This is an optimization exercise on Yosys and OpenROAD, whose aim is small area and a short achievable clock period, not a production implementation. Only simulation tests tie the RTL to the original design; equivalence was not proved. Power and IR drop assume default switching activity.

--- flow/design.v ---
package mfb_frame_gen_pkg;
    localparam logic [15:0] LFSR_TAPS = 16'h002D;
endpackage
module mfb_frame_gen_lfsr #(
    parameter logic [15:0] SEED = 16'hACE1
) (
    input  logic        clk,
    input  logic        reset,
    input  logic        en,
    input  logic        adv1,
    input  logic        adv2,
    output logic [15:0] ahead0,
    output logic [15:0] ahead1,
    output logic [15:0] ahead2
);
    logic [15:0] q;
    assign ahead0 = q;
    assign ahead1 = {^(ahead0 & mfb_frame_gen_pkg::LFSR_TAPS), ahead0[15:1]};
    assign ahead2 = {^(ahead1 & mfb_frame_gen_pkg::LFSR_TAPS), ahead1[15:1]};
    always_ff @(posedge clk) begin
        if (reset)     q <= SEED;
        else if (en) begin
            if (adv2)      q <= ahead2;
            else if (adv1) q <= ahead1;
        end
    end
endmodule
module mfb_frame_gen_items (
    input  logic [7:0]   base,
    output logic [511:0] items
);
    logic [2:0] lo, hi;
    logic [1:0] top;
    assign lo  = base[2:0];
    assign hi  = base[5:3];
    assign top = base[7:6];
    logic [7:0]      cl;         
    logic [7:0][2:0] sl;
    logic [7:0][2:0] h0, h1;
    logic [7:0]      g0, g1;     
    always_comb begin
        for (int j = 0; j < 8; j++) begin
            {cl[j], sl[j]} = {1'b0, lo} + 4'(j);
            {g0[j], h0[j]} = {1'b0, hi} + 4'(j);
            {g1[j], h1[j]} = {1'b0, hi} + 4'(j + 1);
        end
    end
    genvar i;
    generate
        for (i = 0; i < 64; i++) begin : g_item
            localparam int JL = i % 8;
            localparam int JH = i / 8;
            logic       c3, c6;
            logic [2:0] mid;
            assign c3  = cl[JL];
            assign mid = c3 ? h1[JH] : h0[JH];
            assign c6  = c3 ? g1[JH] : g0[JH];
            assign items[i*8 +: 8] = {top + {1'b0, c6}, mid, sl[JL]};
        end
    endgenerate
endmodule
module mfb_frame_gen (
    input  logic          CLK,
    input  logic          RESET,
    input  logic          START,
    input  logic [31:0]   FRAMES,
    input  logic [15:0]   LEN_MIN,
    input  logic [15:0]   LEN_MAX,
    output logic          BUSY,
    output logic          DONE,
    output logic [31:0]   SENT_CNT,
    output logic [1023:0] TX_DATA,
    output logic [5:0]    TX_SOF_POS,
    output logic [11:0]   TX_EOF_POS,
    output logic [1:0]    TX_SOF,
    output logic [1:0]    TX_EOF,
    output logic          TX_SRC_RDY,
    input  logic          TX_DST_RDY
);
    logic        busy_q, done_q;
    logic        idle;
    assign idle = !busy_q && !done_q;
    logic [15:0] lm1_q;      
    logic [15:0] lx1_q;      
    logic [15:0] d_q;        
    logic [15:0] mask_q;     
    logic [31:0] left_q;     
    logic [7:0]  fidx_q;     
    logic        in_q;       
    logic [9:0]  rr_q;       
    logic [5:0]  ep_q;       
    logic [1:0]  o_q;        
    logic        last_q;     
    logic [7:0]  base0_q, base1_q;
    logic xfer, load;
    assign xfer = TX_SRC_RDY && TX_DST_RDY;
    assign load = busy_q && !last_q && (!TX_SRC_RDY || TX_DST_RDY);
    logic [15:0] v0, v1, v2;
    logic        adv1, adv2;
    mfb_frame_gen_lfsr #(.SEED(16'hACE1)) lfsr_i (
        .clk    (CLK),
        .reset  (RESET),
        .en     (load),
        .adv1   (adv1),
        .adv2   (adv2),
        .ahead0 (v0),
        .ahead1 (v1),
        .ahead2 (v2)
    );
    logic [15:0] x0, x1, t0, t1;
    logic        sat0, sat1;
    assign x0   = v0 & mask_q;
    assign x1   = v1 & mask_q;
    assign sat0 = x0 > d_q;
    assign sat1 = x1 > d_q;
    assign t0   = sat0 ? lx1_q : lm1_q + x0;
    assign t1   = sat1 ? lx1_q : lm1_q + x1;
    logic one0, one1, two0;
    assign one0 = t0[15:6] == 10'd0;
    assign one1 = t1[15:6] == 10'd0;
    assign two0 = t0[15:7] == 9'd0;
    logic        left_nz, left_ge2, left_eq1, left_eq2;
    assign left_nz  = left_q != 32'd0;
    assign left_ge2 = left_q[31:1] != 31'd0;
    assign left_eq1 = left_q == 32'd1;
    assign left_eq2 = left_q == 32'd2;
    logic        sof0, sof1, eof0, eof1;
    logic [5:0]  ep0, ep1;
    logic [7:0]  b0, b1;
    logic        in_n;
    logic [9:0]  rr_n;
    logic [5:0]  ep_n;
    logic [1:0]  o_n;
    logic [7:0]  fidx_n;
    logic        last_n;
    logic [31:0] left_n;
    logic [7:0]  fidx_p1, fidx_p2;
    assign fidx_p1 = fidx_q + 8'd1;
    assign fidx_p2 = fidx_q + 8'd2;
    always_comb begin
        sof0 = !in_q;
        if (in_q) begin
            eof0 = rr_q == 10'd0;
            ep0  = ep_q;
            b0   = {fidx_q[7:6] + o_q, fidx_q[5:0]};
        end else begin
            eof0 = one0;
            ep0  = t0[5:0];
            b0   = fidx_q;
        end
        in_n   = 1'b0;
        rr_n   = rr_q;
        ep_n   = ep_q;
        o_n    = o_q;
        fidx_n = fidx_p1;
        sof1   = 1'b0;
        eof1   = 1'b0;
        ep1    = ep0;
        b1     = {b0[7:6] + 2'd1, b0[5:0]};
        if (!eof0) begin
            eof1 = in_q ? (rr_q == 10'd1) : two0;
            ep1  = ep0;
            if (!eof1) begin
                in_n   = 1'b1;
                rr_n   = (in_q ? rr_q : t0[15:6]) - 10'd2;
                ep_n   = ep0;
                o_n    = (in_q ? o_q : 2'd0) + 2'd2;
                fidx_n = fidx_q;
            end
        end else begin
            sof1 = in_q ? left_nz : left_ge2;
            b1   = fidx_p1;
            if (sof1) begin
                eof1 = in_q ? one0 : one1;
                ep1  = in_q ? t0[5:0] : t1[5:0];
                if (!eof1) begin
                    in_n   = 1'b1;
                    rr_n   = (in_q ? t0[15:6] : t1[15:6]) - 10'd1;
                    ep_n   = ep1;
                    o_n    = 2'd1;
                    fidx_n = fidx_p1;
                end else begin
                    fidx_n = fidx_p2;
                end
            end
        end
        adv1   = sof0 ^ sof1;
        adv2   = sof0 & sof1;
        left_n = left_q - {30'd0, adv2, adv1};
        if (adv2)      last_n = !in_n && left_eq2;
        else if (adv1) last_n = !in_n && left_eq1;
        else           last_n = !in_n && !left_nz;
    end
    function automatic logic [15:0] smear(input logic [15:0] d);
        logic [15:0] m;
        m = d;
        for (int s = 1; s < 16; s = s * 2) m = m | (m >> s);
        smear = m;
    endfunction
    logic [15:0] d_in;
    assign d_in = LEN_MAX - LEN_MIN;
    always_ff @(posedge CLK) begin
        if (RESET) begin
            busy_q <= 1'b0;
            done_q <= 1'b0;
        end else if (idle) begin
            busy_q <= START && (FRAMES != 32'd0);
            done_q <= START && (FRAMES == 32'd0);
        end else if (done_q) begin
            done_q <= 1'b0;
        end else if (xfer && last_q) begin
            busy_q <= 1'b0;
            done_q <= 1'b1;
        end
    end
    always_ff @(posedge CLK) begin
        if (RESET)                 SENT_CNT <= 32'd0;
        else if (idle && START)    SENT_CNT <= 32'd0;
        else if (xfer)             SENT_CNT <= SENT_CNT + {30'd0, TX_EOF[1] & TX_EOF[0], TX_EOF[1] ^ TX_EOF[0]};
    end
    always_ff @(posedge CLK) begin
        if (RESET)     TX_SRC_RDY <= 1'b0;
        else if (load) TX_SRC_RDY <= 1'b1;
        else if (xfer) TX_SRC_RDY <= 1'b0;
    end
    always_ff @(posedge CLK) begin
        if (idle) begin
            lm1_q  <= LEN_MIN - 16'd1;
            lx1_q  <= LEN_MAX - 16'd1;
            d_q    <= d_in;
            mask_q <= (LEN_MIN < LEN_MAX) ? smear(d_in) : 16'd0;
            left_q <= FRAMES;
            fidx_q <= 8'd0;
            in_q   <= 1'b0;
            last_q <= 1'b0;
        end else if (load) begin
            left_q <= left_n;
            fidx_q <= fidx_n;
            in_q   <= in_n;
            last_q <= last_n;
            rr_q   <= rr_n;
            ep_q   <= ep_n;
            o_q    <= o_n;
        end
    end
    always_ff @(posedge CLK) begin
        if (load) begin
            TX_SOF     <= {sof1, sof0};
            TX_EOF     <= {eof1, eof0};
            TX_EOF_POS <= {ep1, ep0};
            base0_q    <= b0;
            base1_q    <= b1;
        end
    end
    assign BUSY       = busy_q;
    assign DONE       = done_q;
    assign TX_SOF_POS = 6'd0;
    mfb_frame_gen_items items0_i (.base(base0_q), .items(TX_DATA[511:0]));
    mfb_frame_gen_items items1_i (.base(base1_q), .items(TX_DATA[1023:512]));
endmodule
module mfb_frame_gen_top (
    input  logic          CLK,
    input  logic          RESET,
    input  logic          START,
    input  logic [31:0]   FRAMES,
    input  logic [15:0]   LEN_MIN,
    input  logic [15:0]   LEN_MAX,
    output logic          BUSY,
    output logic          DONE,
    output logic [31:0]   SENT_CNT,
    output logic [1023:0] TX_DATA,
    output logic [5:0]    TX_SOF_POS,
    output logic [11:0]   TX_EOF_POS,
    output logic [1:0]    TX_SOF,
    output logic [1:0]    TX_EOF,
    output logic          TX_SRC_RDY,
    input  logic          TX_DST_RDY
);
    mfb_frame_gen gen_i (
        .CLK        (CLK),
        .RESET      (RESET),
        .START      (START),
        .FRAMES     (FRAMES),
        .LEN_MIN    (LEN_MIN),
        .LEN_MAX    (LEN_MAX),
        .BUSY       (BUSY),
        .DONE       (DONE),
        .SENT_CNT   (SENT_CNT),
        .TX_DATA    (TX_DATA),
        .TX_SOF_POS (TX_SOF_POS),
        .TX_EOF_POS (TX_EOF_POS),
        .TX_SOF     (TX_SOF),
        .TX_EOF     (TX_EOF),
        .TX_SRC_RDY (TX_SRC_RDY),
        .TX_DST_RDY (TX_DST_RDY)
    );
endmodule
--- flow/run.sh ---
#!/bin/bash
# synth_recipe.tcl (not shown) runs the flow's synth.tcl, then flattens the netlist and writes it again
# the make line also repeats each setting of config.mk as NAME=value (left out here)
make -C /OpenROAD-flow-scripts/flow DESIGN_CONFIG=/design/flow/config.mk WORK_HOME=/design/flow/orfs CLKGATE_MAP_FILE= SYNTH_SCRIPT=/design/flow/synth_recipe.tcl finish
--- flow/config.mk ---
export PLATFORM = sky130hd
export DESIGN_NAME = mfb_frame_gen_top
export DESIGN_NICKNAME = mfb_frame_gen_top
export VERILOG_FILES = /design/flow/design.v
export SDC_FILE = /design/flow/constraint.sdc
export NUM_CORES = 4
export LEC_CHECK = 0
export ABC_CLOCK_PERIOD_IN_PS = 4000
export CAP_MARGIN = 20
export CORE_AREA = 5 5 245 245
export DIE_AREA = 0 0 250 250
export SETUP_SLACK_MARGIN = 5
export SLEW_MARGIN = 20
--- flow/constraint.sdc ---
create_clock -name core_clock -period 12.0 [get_ports {CLK}]
set_input_delay 2.4000 -clock core_clock [delete_from_list [all_inputs] [get_ports {CLK}]]
set_output_delay 2.4000 -clock core_clock [all_outputs]
set_load 0.01 [all_outputs]
==> impl_metrics.tcl, run 1 <==
set metrics [dict create \
    outcome "stopped before the end" \
    haltStage "I/O pin placement (3_2_place_iop)" \
    firstError "[ERROR PPL-0024] Number of IO pins (1149) exceeds maximum number of available positions (900). Increase the die perimeter from 1000.00um to 1562.64um." \
    die_x_um 250 \
    rows 88 \
    netlist_area_sq_um 24020 \
    die_h_um 250 \
    yosys-top-cells-area "edfxtp_1 (18%), buf_4 (16%), ha_1 (12%)" \
    yosys_warnings 3 \
    start_util_pct 41.87 \
    synth_seq_cells 207 \
    synth_largest_area_cell "edfxtp_1" \
    synthArstFlopShare_pct 0 \
    synth_top_area_share_pct 18.25 \
    synth.avg_cell_area_sq_um 8.231 \
    yosysSeqAreaShare_pct 23.34 \
    synth_cells 2918 \
    synth-main-ff-cell "edfxtp_1" \
    synth-edff-count 146 \
    synth_cell_types 86 \
]
==> cells in the mapped netlist, types with 61 or more instances <==
master / count
buf_4: 526
ha_1: 239
inv_1: 217
nand2_1: 215
xor2_1: 193
nor2_1: 191
edfxtp_1: 146
a21oi_1: 126
o21ai_0: 126
xnor2_1: 124
clkbuf_1: 98
dfxtp_1: 61
==> cells by family after synthesis <==
logic type      share of synthesized area, %
simple gates                           14.40
fa+ha+maj                              12.83
xor+xnor                               11.56
other cells                          0.01561
compound gates                         13.55
buf+inv                                22.02
flops                                  23.34
mux                                    2.287
==> inputs of run 2 (changes only) <==
==> flow/flow/run.sh (new file) <==
#!/bin/bash
set -euo pipefail
bash standard.sh \
  "BUFFER_PORTS_ARGS=-buffer_cell sky130_fd_sc_hd__buf_1" \
  SETUP_SLACK_MARGIN=8 \
  finish > make.log 2>&1
==> flow/standard.sh (new file) <==
#!/bin/bash
# synth_recipe.tcl (not shown) runs the flow's synth.tcl, then flattens the netlist and writes it again
# the make line also repeats each setting of config.mk as NAME=value (left out here)
make -C /OpenROAD-flow-scripts/flow DESIGN_CONFIG=/design/flow/config.mk WORK_HOME=/design/flow/orfs CLKGATE_MAP_FILE= SYNTH_SCRIPT=/design/flow/synth_recipe.tcl "${@:-finish}"
--- a/flow/config.mk
+++ b/flow/config.mk
@@ -9,5 +9,4 @@
 export CAP_MARGIN = 20
 export CORE_AREA = 5 5 245 245
 export DIE_AREA = 0 0 250 250
-export SETUP_SLACK_MARGIN = 5
 export SLEW_MARGIN = 20
removed: flow/run.sh
==> impl_metrics.tcl, run 2 <==
set metrics [dict create \
    outcome "stopped before the end" \
    firstError "[ERROR PPL-0024] Number of IO pins (1149) exceeds maximum number of available positions (900). Increase the die perimeter from 1000.00um to 1562.64um." \
    yosysSeqAreaShare_pct 23.34 \
    yosys_warnings 3 \
    die_x_um 250 \
    synth.avg_cell_area_sq_um 8.231 \
    ys_top_cells_by_count "buf_4 (526), ha_1 (239), inv_1 (217)" \
    synth_seq_cells 207 \
    die_h_um 250 \
    yosys-top-cells-area "edfxtp_1 (18%), buf_4 (16%), ha_1 (12%)" \
    start_util_pct 41.87 \
    synth_largest_area_cell "edfxtp_1" \
    rows 88 \
    synth_cell_types 86 \
    netlist_area_sq_um 24020 \
    synth_cells 2918 \
    synth.most_common_cell "buf_4" \
    synth-edff-count 146 \
    haltStage "I/O pin placement (3_2_place_iop)" \
    synth-main-ff-cell "edfxtp_1" \
    synthArstFlopShare_pct 0 \
    synth_top_area_share_pct 18.25 \
]
## run 2: cell counts after synthesis
No cell type changed its count.
## run 2: cell families after synthesis
kind of cell               Yosys count  synth area share, %
muxes                               54                2.287
and+or+nand+nor                    722                14.40
buffers and inverters              872                22.02
DFF                                207                23.34
adders and majority gates          244                12.83
AOI/OAI and AO/OA                  501                13.55
other                                1              0.01561
xor gates and xnor gates           317                11.56
==> inputs of run 3 (changes only) <==
--- a/flow/config.mk
+++ b/flow/config.mk
@@ -7,6 +7,6 @@
 export LEC_CHECK = 0
 export ABC_CLOCK_PERIOD_IN_PS = 4000
 export CAP_MARGIN = 20
-export CORE_AREA = 5 5 245 245
-export DIE_AREA = 0 0 250 250
+export CORE_AREA = 4 4 396 396
+export DIE_AREA = 0 0 400 400
 export SLEW_MARGIN = 20
==> impl_metrics.tcl, run 3 <==
set metrics [dict create \
    outcome "complete, no violations" \
    clockPowerShare_pct 14.9 \
    gp_congestion 0.9663 \
    grt_pass1_wl_um 233600 \
    dpl_cell_area_sq_um 30400 \
    powerDensity_nw_per_um2 94.28 \
    synth_cells 2918 \
    dpl.hpwl_um 123000 \
    netlist_area_sq_um 24020 \
    dieArea_sq_um 160000 \
    cts_root_buffer "clkbuf_16" \
    synth-edff-count 146 \
    required_ns 12.26 \
    fmax_mhz 181.3 \
    vias 28473 \
    seq_power_share_pct 19.2 \
    cp_max_fo 9 \
    synth.most_common_cell "buf_4" \
    drv_slew 0 \
    hold_violations 0 \
    rows 143 \
    synth_largest_area_cell "edfxtp_1" \
    via_per_inst 4.501 \
    power.leakage_nw 21.88 \
    layout-drive-gt1-share_pct 64.93 \
    track_usage_pct 21.07 \
    worstSetupPathType "reg2reg" \
    place_inst 5489 \
    multiInputGateArea_sq_um 20760 \
    r2r_end "gen_i.left_q[12]$_DFFE_PP_" \
    cts_num_sinks 207 \
    die_x_um 400 \
    fin_crit_sh_pct 45.98 \
    min_path_cells 1 \
    numCtsBuffers 24 \
    drcViolationCount 0 \
    r2r_start "gen_i.mask_q[10]$_SDFFCE_PP0P_" \
    synth_seq_cells 207 \
    die_h_um 400 \
    cp-start-kind "register" \
    synthArstFlopShare_pct 0 \
    num-fill-cells 14576 \
    area_delta_synth_final_pct 117.8 \
    arrival_ns 5.77 \
    io_buffers 1142 \
    period_minus_slack_ns 5.517 \
    rsz0062_at_grt "true" \
    finalNetCount 4584 \
    antenna_found_initial 11 \
    wl_um 192500 \
    worstRegToRegCells 22 \
    grt_max_degree 74 \
    p_sw_w 0.002136 \
    core_area_sq_um 152300 \
    holdPathEnd "gen_i.lfsr_i.q[0]$_SDFFE_PP1P_" \
    r2r_slack_ns 6.48 \
    synth-main-ff-cell "edfxtp_1" \
    cts_tree "built" \
    holdBufCountCts 0 \
    drt_iter0_drc 2749 \
    internal-power_w 0.002795 \
    yosys_warnings 3 \
    setup_violations 0 \
    sw_frac_of_total_pct 43.32 \
    grt_pass1_vias 26966 \
    h-tree-depth 1 \
    skew_ns 0.02380 \
    firstDrtPassIters 10 \
    end_kind "register" \
    tightest_slew_ns 1.122 \
    overflow 0 \
    ios 1149 \
    synth_top_area_share_pct 18.25 \
    seqCellArea_sq_um 5613 \
    yosysSeqAreaShare_pct 23.34 \
    drtAntennaViolNets 0 \
    largestRegisters "gen_i.SENT_CNT (32), gen_i.left_q (32)" \
    clock_latency_ns 0.55 \
    final_common_cell "buf_6" \
    fin_tns_setup_ns 0 \
    synth.avg_cell_area_sq_um 8.231 \
    slew_headroom_pct 25.18 \
    final_cell_mix "buf_6 (1030), buf_4 (199), buf_1 (192), buf_12 (171), buf_2 (165)" \
    synth_cell_types 86 \
    cap_viol_max_count 0 \
    clock_path_buffers 3 \
    finalNonFillerCells 6326 \
    ys_top_cells_by_count "buf_4 (526), ha_1 (239), inv_1 (217)" \
    hold_path.class "reg2reg" \
    hp-start "gen_i.lfsr_i.q[0]$_SDFFE_PP1P_" \
    start_util_pct 15.77 \
    yosys-top-cells-area "edfxtp_1 (18%), buf_4 (16%), ha_1 (12%)" \
    final_area_sq_um 52310 \
    clkSlewWorstSetupHoldPaths_ns 0.06 \
    wl_per_cell_um 30.44 \
    power_frac_comb_pct 65.9 \
    ir_drop_uv 83.57 \
]
run 3: cell counts after synthesis:
No cell type changed its count.
run 3: power groups by stage:
stage,Clock (W),Combinational [W],Sequential [W]
3_3_place_gp,0,0.00189,0.000963
5_1_grt,0.000783,0.00338,0.000956
6_report,0.000735,0.00325,0.000947
2_1_floorplan,0,0.00144,0.000943
4_1_cts,0.000756,0.00278,0.000945
3_5_place_dp,0,0.00189,0.000963
run 3: cell type report:
| type | count | area share (%) |
|---|---|---|
| timing repair buffer | 1966 | 40.59 |
| multi-input combinational | 1846 | 39.70 |
| sequential | 207 | 10.73 |
| tap | 2030 | 4.856 |
| inverter | 222 | 2.516 |
| clock buffer | 31 | 1.296 |
| clock inverter | 13 | 0.1746 |
| timing repair inverter | 6 | 0.1196 |
| antenna | 5 | 0.02392 |
run 3: worst max-delay path, stage by stage, from the launching register on:
cell	delay, ns
edfxtp_1	0.38
and2_1	0.19
ha_1	0.40
a21o_1	0.23
a31oi_1	0.47
o21ai_0	0.25
a21oi_1	0.24
a21oi_1	0.10
nor3b_1	0.43
a32oi_2	0.11
or2_4	0.28
o21ai_4	0.17
nand3_4	0.14
ha_4	0.36
ha_4	0.15
inv_4	0.04
fa_2	0.35
buf_4	0.15
buf_6	0.11
nand2b_1	0.22
nor4_2	0.24
xnor2_1	0.15
o21ai_0	0.09
run 3: cells by family (layout without fill, tap and decap cells):
logic type	count (synthesis)	after routing	synth area share (%)
buffers and inverters	872	2238	22.02
and+or+nand+nor	722	723	14.40
AOI/OAI and AO/OA	501	502	13.55
xor gates and xnor gates	317	317	11.56
adders and majority gates	244	244	12.83
DFF	207	207	23.34
muxes	54	54	2.287
other	1	11	0.01561
run 3: worst max path at each step:
stage / start / end / slack [ns]
finish: gen_i.mask_q[10]$_SDFFCE_PP0P_ / gen_i.left_q[12]$_DFFE_PP_ / 6.48
global route: gen_i.mask_q[10]$_SDFFCE_PP0P_ / gen_i.left_q[26]$_DFFE_PP_ / 6.29
CTS: gen_i.mask_q[0]$_SDFFCE_PP0P_ / gen_i.left_q[31]$_DFFE_PP_ / 6.47
detailed placement: gen_i.mask_q[4]$_SDFFCE_PP0P_ / gen_i.left_q[31]$_DFFE_PP_ / 5.32
global placement: gen_i.mask_q[4]$_SDFFCE_PP0P_ / gen_i.left_q[31]$_DFFE_PP_ / 5.43
floorplan: gen_i.mask_q[0]$_SDFFCE_PP0P_ / gen_i.left_q[31]$_DFFE_PP_ / 6.41
run 3: per-layer routing:
| layer | wire length, um | share of wire (%) | GRT usage, % | vias to the layer above |
|---|---|---|---|---|
| li1 | - | - | - | 12067 |
| met1 | 74760 | 39 | 26.20 | 14052 |
| met2 | 84720 | 44 | 32.77 | 1795 |
| met3 | 21600 | 11 | 8.325 | 541 |
| met4 | 10720 | 5.6 | 7.509 | 18 |
| met5 | 756 | 0.39 | 1.786 | - |
run 3: what timing repair did:
action                                   CTS  global route
resized for setup                       2607          1076
setup buffers                            516           223
pin swaps                                278           250
cloned                                    40             9
hold endpoints to repair                   0             0
endpoints found under the setup margin  1134          1114
run 3: per-stage QoR:
stage | hold WS, ns | setup slack, ns | power [W] | utilization [%]
6_report | 0.5180 | 6.483 | 0.004932 | 34.35
5_1_grt | 0.5438 | 6.287 | 0.005119 | 34.35
4_1_cts | 0.5165 | 6.471 | 0.004479 | 30.57
3_5_place_dp | 0.4930 | 5.320 | 0.002856 | 19.96
3_3_place_gp | 0.4831 | 5.426 | 0.002857 | 19.94
2_1_floorplan | 0.4064 | 6.413 | 0.002383 | -
==> inputs of run 4 (changes only) <==
==> flow/run.sh (new file) <==
#!/bin/bash
# synth_recipe.tcl (not shown) runs the flow's synth.tcl, then flattens the netlist and writes it again
# the make line also repeats each setting of config.mk as NAME=value (left out here)
make -C /OpenROAD-flow-scripts/flow DESIGN_CONFIG=/design/flow/config.mk WORK_HOME=/design/flow/orfs CLKGATE_MAP_FILE= SYNTH_SCRIPT=/design/flow/synth_recipe.tcl finish
--- a/flow/config.mk
+++ b/flow/config.mk
@@ -9,4 +9,5 @@
 export CAP_MARGIN = 20
 export CORE_AREA = 4 4 396 396
 export DIE_AREA = 0 0 400 400
+export SETUP_SLACK_MARGIN = 5
 export SLEW_MARGIN = 20
removed: flow/flow/run.sh
removed: flow/standard.sh
==> impl_metrics.tcl, run 4 <==
set metrics [dict create \
    drtAntennaViolNets 0 \
    drv_slew 0 \
    synth_top_area_share_pct 18.25 \
    ir_drop_uv 81.93 \
    fin_crit_sh_pct 57.82 \
    dpl.hpwl_um 131100 \
    fin_tns_setup_ns 0 \
    rows 143 \
    power.total_w 0.003897 \
    final_core_util_pct 23.10 \
    synth_cell_types 86 \
    cap_viol_max_count 0 \
    drt_iter0_drc 1992 \
    hold_path.class "reg2reg" \
    synth_largest_area_cell "edfxtp_1" \
    wl_per_cell_um 27.75 \
    clock_latency_ns 0.55 \
    slew_headroom_pct 21.28 \
    yosysSeqAreaShare_pct 23.34 \
    cp.buffers_inverters 5 \
    cts_root_buffer "clkbuf_16" \
    tightest_slew_ns 1.178 \
    overflow 0 \
    synthArstFlopShare_pct 0 \
    min_path_cells 2 \
    layout-drive-gt1-share_pct 5.617 \
    grt_util_met2_pct 28.58 \
    cp-start-kind "register" \
    critical_path.max_stage_delay_ns 0.76 \
    largestRegisters "gen_i.SENT_CNT (32), gen_i.left_q (32)" \
    via_per_inst 4.176 \
    synth-main-ff-cell "edfxtp_1" \
    startpoint "gen_i.base1_q[1]$_DFFE_PP_" \
    r2r_slack_ns 5.16 \
    ios 1149 \
    area_delta_synth_final_pct 46.42 \
    synth.most_common_cell "buf_4" \
    final_area_sq_um 35170 \
    setup_violations 0 \
    numCtsBuffers 23 \
    core_area_sq_um 152300 \
    skew_ns 0.02390 \
    required_ns 9.60 \
    dieArea_sq_um 160000 \
    grt_pass1_wl_um 199400 \
    path_cells "buf_4 > clkinvlp_4 > ha_4 > and2_1 > buf_4 > a21boi_0 > inv_1 > clkdlybuf4s50_1" \
    yosys_warnings 3 \
    yosys-top-cells-area "edfxtp_1 (18%), buf_4 (16%), ha_1 (12%)" \
    dpl_cell_area_sq_um 34170 \
    period_minus_slack_ns 6.938 \
    synth_cells 2918 \
    die_x_um 400 \
    timing.critical_path.mode_cell "buf_4" \
    drcViolationCount 0 \
    worstSetupPathType "reg2out" \
    met1_usage_pct 22.83 \
    final_common_cell "clkdlybuf4s50_1" \
    synth-edff-count 146 \
    num-fill-cells 16606 \
    cpLargestDelayFamily "buffers and inverters" \
    r2r_end "gen_i.left_q[31]$_DFFE_PP_" \
    track_usage_pct 18.04 \
    worstRegToRegCells 28 \
    rsz0062_at_grt "true" \
    grt_max_degree 72 \
    vias 23288 \
    die_h_um 400 \
    start_util_pct 15.77 \
    netlist_area_sq_um 24020 \
    holdPathEnd "gen_i.SENT_CNT[15]$_SDFFE_PP0P_" \
    clock_path_buffers 3 \
    cts_num_sinks 207 \
    io_buffers 1142 \
    final_cell_mix "clkdlybuf4s50_1 (1141), ha_1 (236), nand2_1 (213), inv_1 (211), nor2_1 (191)" \
    outcome "complete, no violations" \
    met3_usage_pct 7.764 \
    antenna_found_initial 18 \
    synth_seq_cells 207 \
    h-tree-depth 1 \
    fmax_mhz 144.1 \
    cts_tree "built" \
    hold_violations 0 \
    hp-start "gen_i.SENT_CNT[15]$_SDFFE_PP0P_" \
    synth.avg_cell_area_sq_um 8.231 \
    arrival_ns 4.54 \
    grt_pass1_vias 22185 \
    gp_congestion 0.9401 \
    finalNetCount 3838 \
    firstDrtPassIters 6 \
    r2r_start "gen_i.mask_q[0]$_SDFFCE_PP0P_" \
    holdBufCountCts 0 \
    ys_top_cells_by_count "buf_4 (526), ha_1 (239), inv_1 (217)" \
    end_kind "primary output" \
    wl_um 154800 \
    critical_path_depth 8 \
    critical_path.slowest_cell "clkdlybuf4s50_1" \
    grt_busiest_layer "met2" \
    power.leakage_nw 14.15 \
    clkSlewWorstSetupHoldPaths_ns 0.06 \
    cp_max_fo 22 \
    powerDensity_nw_per_um2 110.8 \
]
==> run 4: what timing repair did <==
item,CTS,global route
pin swaps,2,3
cloned,0,1
gates resized for setup,17,5
setup endpoints to repair,60,15
buffers inserted,9,8
==> run 4: how the worst max path moves through the flow <==
stage / end / slack (ns)
finish: TX_DATA[764] / 5.06
global route: gen_i.left_q[31]$_DFFE_PP_ / 4.92
CTS: TX_DATA[751] / 5.00
detailed placement: gen_i.left_q[31]$_DFFE_PP_ / 4.79
global placement: gen_i.left_q[31]$_DFFE_PP_ / 4.88
floorplan: gen_i.left_q[31]$_DFFE_PP_ / 5.68
==> run 4: layout make-up <==
| type | count | area (sq um) | area share [%] |
|---|---|---|---|
| multi-input combinational | 1844 | 13290 | 37.80 |
| timing repair buffer | 1228 | 12090 | 34.38 |
| sequential | 207 | 5607 | 15.94 |
| tap | 2030 | 2540 | 7.223 |
| inverter | 222 | 855.8 | 2.434 |
| clock buffer | 30 | 644.4 | 1.832 |
| clock inverter | 11 | 121.4 | 0.3451 |
| antenna | 4 | 10.01 | 0.02846 |
| timing repair inverter | 1 | 5.005 | 0.01423 |
==> run 4: logic make-up after synthesis <==
kind of cell,after synthesis,synth area share [%]
xor gates and xnor gates,317,11.56
and+or+nand+nor,722,14.40
muxes,54,2.287
adders and majority gates,244,12.83
AOI/OAI and AO/OA,501,13.55
other,1,0.01561
DFF,207,23.34
buffers and inverters,872,22.02
==> run 4: tightest hold or removal path: cells and delay by family (launching register included) <==
family	cells	cell delay, ns
flip-flops	1	0.33
AO/OA/AOI/OAI	2	0.13
==> run 4: per-stage QoR <==
| step | instances | setup WS, ns | hold slack [ns] |
|---|---|---|---|
| final | 5577 | 5.062 | 0.5033 |
| after CTS | 5564 | 5.000 | 0.5086 |
| after detailed placement | 5514 | 4.795 | 0.4970 |
| after global placement | 5513 | 4.883 | 0.4863 |
| after global routing | 5573 | 4.916 | 0.5436 |
| after floorplan | 2923 | 5.683 | 0.4064 |
==> run 4: layer usage <==
metal,share of wire [%],wire length [um]
met2,45,69160
met5,0.33,509
met3,12,18350
met4,1.7,2664
met1,41,64080
==> run 4: power by group <==
group          switching [W]  leakage (nW)  total, W  internal (W)
Clock               0.000324         0.372  0.000749      0.000426
Combinational        0.00125          11.8   0.00221      0.000957
Sequential         0.0000652          1.96  0.000937      0.000871
Total                0.00164          14.1   0.00390       0.00225
==> inputs of run 5 (changes only) <==
==> flow/config.mk (replaced) <==
export PLATFORM = sky130hd
export DESIGN_NAME = mfb_frame_gen_top
export DESIGN_NICKNAME = mfb_frame_gen_top
export VERILOG_FILES = /design/flow/design.v
export SDC_FILE = /design/flow/constraint.sdc
export NUM_CORES = 4
export LEC_CHECK = 0
export ABC_CLOCK_PERIOD_IN_PS = 6000
export CAP_MARGIN = 20
export CORE_AREA = 5 5 415 415
export DIE_AREA = 0 0 420 420
export SLEW_MARGIN = 20
==> impl_metrics.tcl, run 5 <==
set metrics [dict create \
    die_x_um 420 \
    cp-start-kind "register" \
    cts_resized 0 \
    hold_violations 0 \
    ios 1149 \
    fin_crit_sh_pct 64.79 \
    drv_slew 0 \
    synth_largest_area_cell "edfxtp_1" \
    period_minus_slack_ns 7.775 \
    tightest_slew_ns 1.250 \
    via_per_inst 4.047 \
    final_common_cell "clkdlybuf4s50_1" \
    drtAntennaViolNets 0 \
    setup_violations 0 \
    power.leakage_nw 14.02 \
    synth-main-ff-cell "edfxtp_1" \
    io_buffers 1142 \
    ys_top_cells_by_count "buf_4 (526), ha_1 (239), inv_1 (217)" \
    yosysSeqAreaShare_pct 23.34 \
    area_delta_synth_final_pct 46.18 \
    dpl.hpwl_um 131600 \
    vias 23184 \
    synth_top_area_share_pct 18.25 \
    final_core_util_pct 21.00 \
    wl_um 155400 \
    num-fill-cells 18326 \
    fmax_mhz 128.6 \
    min_path_cells 2 \
    antenna_found_initial 12 \
    outcome "complete, no violations" \
    seqCellArea_sq_um 5607 \
    cts_num_sinks 207 \
    cts_root_buffer "clkbuf_16" \
    synth.most_common_cell "buf_4" \
    firstDrtPassIters 6 \
    path_cells "inv_2 > buf_4 > ha_2 > and2_1 > a21boi_0 > inv_1 > clkdlybuf4s50_1" \
    yosys-top-cells-area "edfxtp_1 (18%), buf_4 (16%), ha_1 (12%)" \
    synth.avg_cell_area_sq_um 8.231 \
    drcViolationCount 0 \
    cts_setup_buffers 0 \
    clock_path_buffers 3 \
    r2r_slack_ns 4.57 \
    gp_congestion 0.9171 \
    grt_pass1_wl_um 198900 \
    worstRegToRegCells 27 \
    skew_ns 0.01971 \
    grt_pass1_vias 22035 \
    synth_cell_types 86 \
    yosys_warnings 3 \
    cts_tree "built" \
    holdBufCountCts 0 \
    track_usage_pct 16.35 \
    netlist_area_sq_um 24020 \
    grt_max_degree 67 \
    cp_max_fo 22 \
    critical_path.slowest_cell "and2_1" \
    required_ns 9.60 \
    hold_path.class "reg2reg" \
    worstSetupPathType "reg2out" \
    final_cell_mix "clkdlybuf4s50_1 (1142), ha_1 (237), nand2_1 (214), inv_1 (212), xor2_1 (192)" \
    clkSlewWorstSetupHoldPaths_ns 0.06 \
    finalNetCount 3809 \
    cap_viol_max_count 0 \
    multiInputGateArea_sq_um 13270 \
    synth-edff-count 146 \
    slew_headroom_pct 16.07 \
    clock_latency_ns 0.55 \
    powerDensity_nw_per_um2 109.8 \
    rows 150 \
    rsz0062_at_grt "false" \
    core_area_sq_um 167200 \
    fin_tns_setup_ns 0 \
    h-tree-depth 1 \
    largestRegisters "gen_i.SENT_CNT (32), gen_i.left_q (32)" \
    synthArstFlopShare_pct 0 \
    start_util_pct 14.36 \
    wl_per_cell_um 27.12 \
    die_h_um 420 \
    synth_seq_cells 207 \
    end_kind "primary output" \
    drt_iter0_drc 1965 \
    numCtsBuffers 23 \
    dieArea_sq_um 176400 \
    synth_cells 2918 \
    layout-drive-gt1-share_pct 4.467 \
    arrival_ns 5.37 \
    overflow 0 \
    critical_path.max_stage_delay_ns 0.98 \
    ir_drop_uv 72.02 \
]
## run 5: cell counts after synthesis
Identical to the previous run, type by type.
## run 5: kinds of logic after synthesis
group / count (synthesis) / synth area share [%]
DFF: 207 / 23.34
and+or+nand+nor: 722 / 14.40
other: 1 / 0.01561
adders and majority gates: 244 / 12.83
buffers and inverters: 872 / 22.02
AOI/OAI and AO/OA: 501 / 13.55
muxes: 54 / 2.287
xor gates and xnor gates: 317 / 11.56
## run 5: stage by stage
stage / setup slack, ns / instance area [sq um] / hold WS [ns] / power [W] / std cells
after floorplan: 5.683 / 24040 / 0.4064 / 0.002105 / 2923
after detailed placement: 4.602 / 34340 / 0.5095 / 0.003145 / 5677
after CTS: 4.245 / 35070 / 0.5258 / 0.003886 / 5719
final: 4.225 / 35110 / 0.5254 / 0.003856 / 5729
after global routing: 3.911 / 35090 / 0.5397 / 0.004050 / 5720
after global placement: 4.092 / 34290 / 0.4936 / 0.003134 / 5675
## run 5: layout make-up
type / count / area share [%]
Clock inverter: 14 / 0.3991
Inverter: 222 / 2.381
Timing Repair Buffer: 1200 / 33.83
Sequential cell: 207 / 15.97
Antenna cell: 10 / 0.07127
Tap cell: 2204 / 7.854
Multi-Input combinational cell: 1844 / 37.80
Clock buffer: 28 / 1.693
## run 5: path summary, 6_finish.rpt
path / to / startpoint
worst max-delay path: TX_DATA[1020] / gen_i.base1_q[2]$_DFFE_PP_
worst min-delay path: gen_i.SENT_CNT[31]$_SDFFE_PP0P_ / gen_i.SENT_CNT[31]$_SDFFE_PP0P_
worst max register to register: gen_i.left_q[31]$_DFFE_PP_ / gen_i.mask_q[4]$_SDFFCE_PP0P_
worst min register to register: gen_i.SENT_CNT[31]$_SDFFE_PP0P_ / gen_i.SENT_CNT[31]$_SDFFE_PP0P_
## run 5: power breakdown
group	switching, W	internal (W)	total, W
combinational	0.00125	0.000945	0.00219
clock	0.000320	0.000401	0.000721
sequential	0.0000706	0.000871	0.000942
## run 5: per-layer routing
metal  up-vias  GRT usage (%)  wire, um
met1     11333          20.56     63420
met2      1165          26.47     71020
met4         3          4.617      4869
li1      10559              -         -
met3       124          5.498     15780
met5         -          1.139       278
## run 5: critical path, delay by kind of cell, from the launching register on
kind,cells,cell delay (ns)
buffers and inverters,4,1.62
AND/OR/NAND/NOR,1,0.98
AO/OA/AOI/OAI,1,0.62
adder cells (fa/ha/maj),1,0.75
flip-flops,1,0.80

[afterwards: timing with drivers on the ports]
No port has a modelled driver above. Below, the same layouts with a new extraction and two added sets of constraints.
Step 1 assumes that a clkbuf_16 drives the clock port and a buf_2 every other input.
Step 2, shift: input delay + t, output delay - t, t = (earliest + latest rising clock arrival at the registers) / 2. This alone moves slack from input paths to output paths.
Three values: ideal ports, drivers, drivers and shift; two values: the first two.
run | t, ns | slack for setup (ns) | worst setup path at the end | slew at the worst register clock pin (ns)
run 3 | 0.599 | 6.483 / 6.483 / 6.483 | register to register | 0.08 / 0.08
run 4 | 0.591 | 5.062 / 5.011 / 5.112 | input to register | 0.08 / 0.08
run 5 | 0.582 | 4.225 / 4.186 / 4.574 | register to register | 0.07 / 0.07
After both steps every run listed still meets setup and hold.
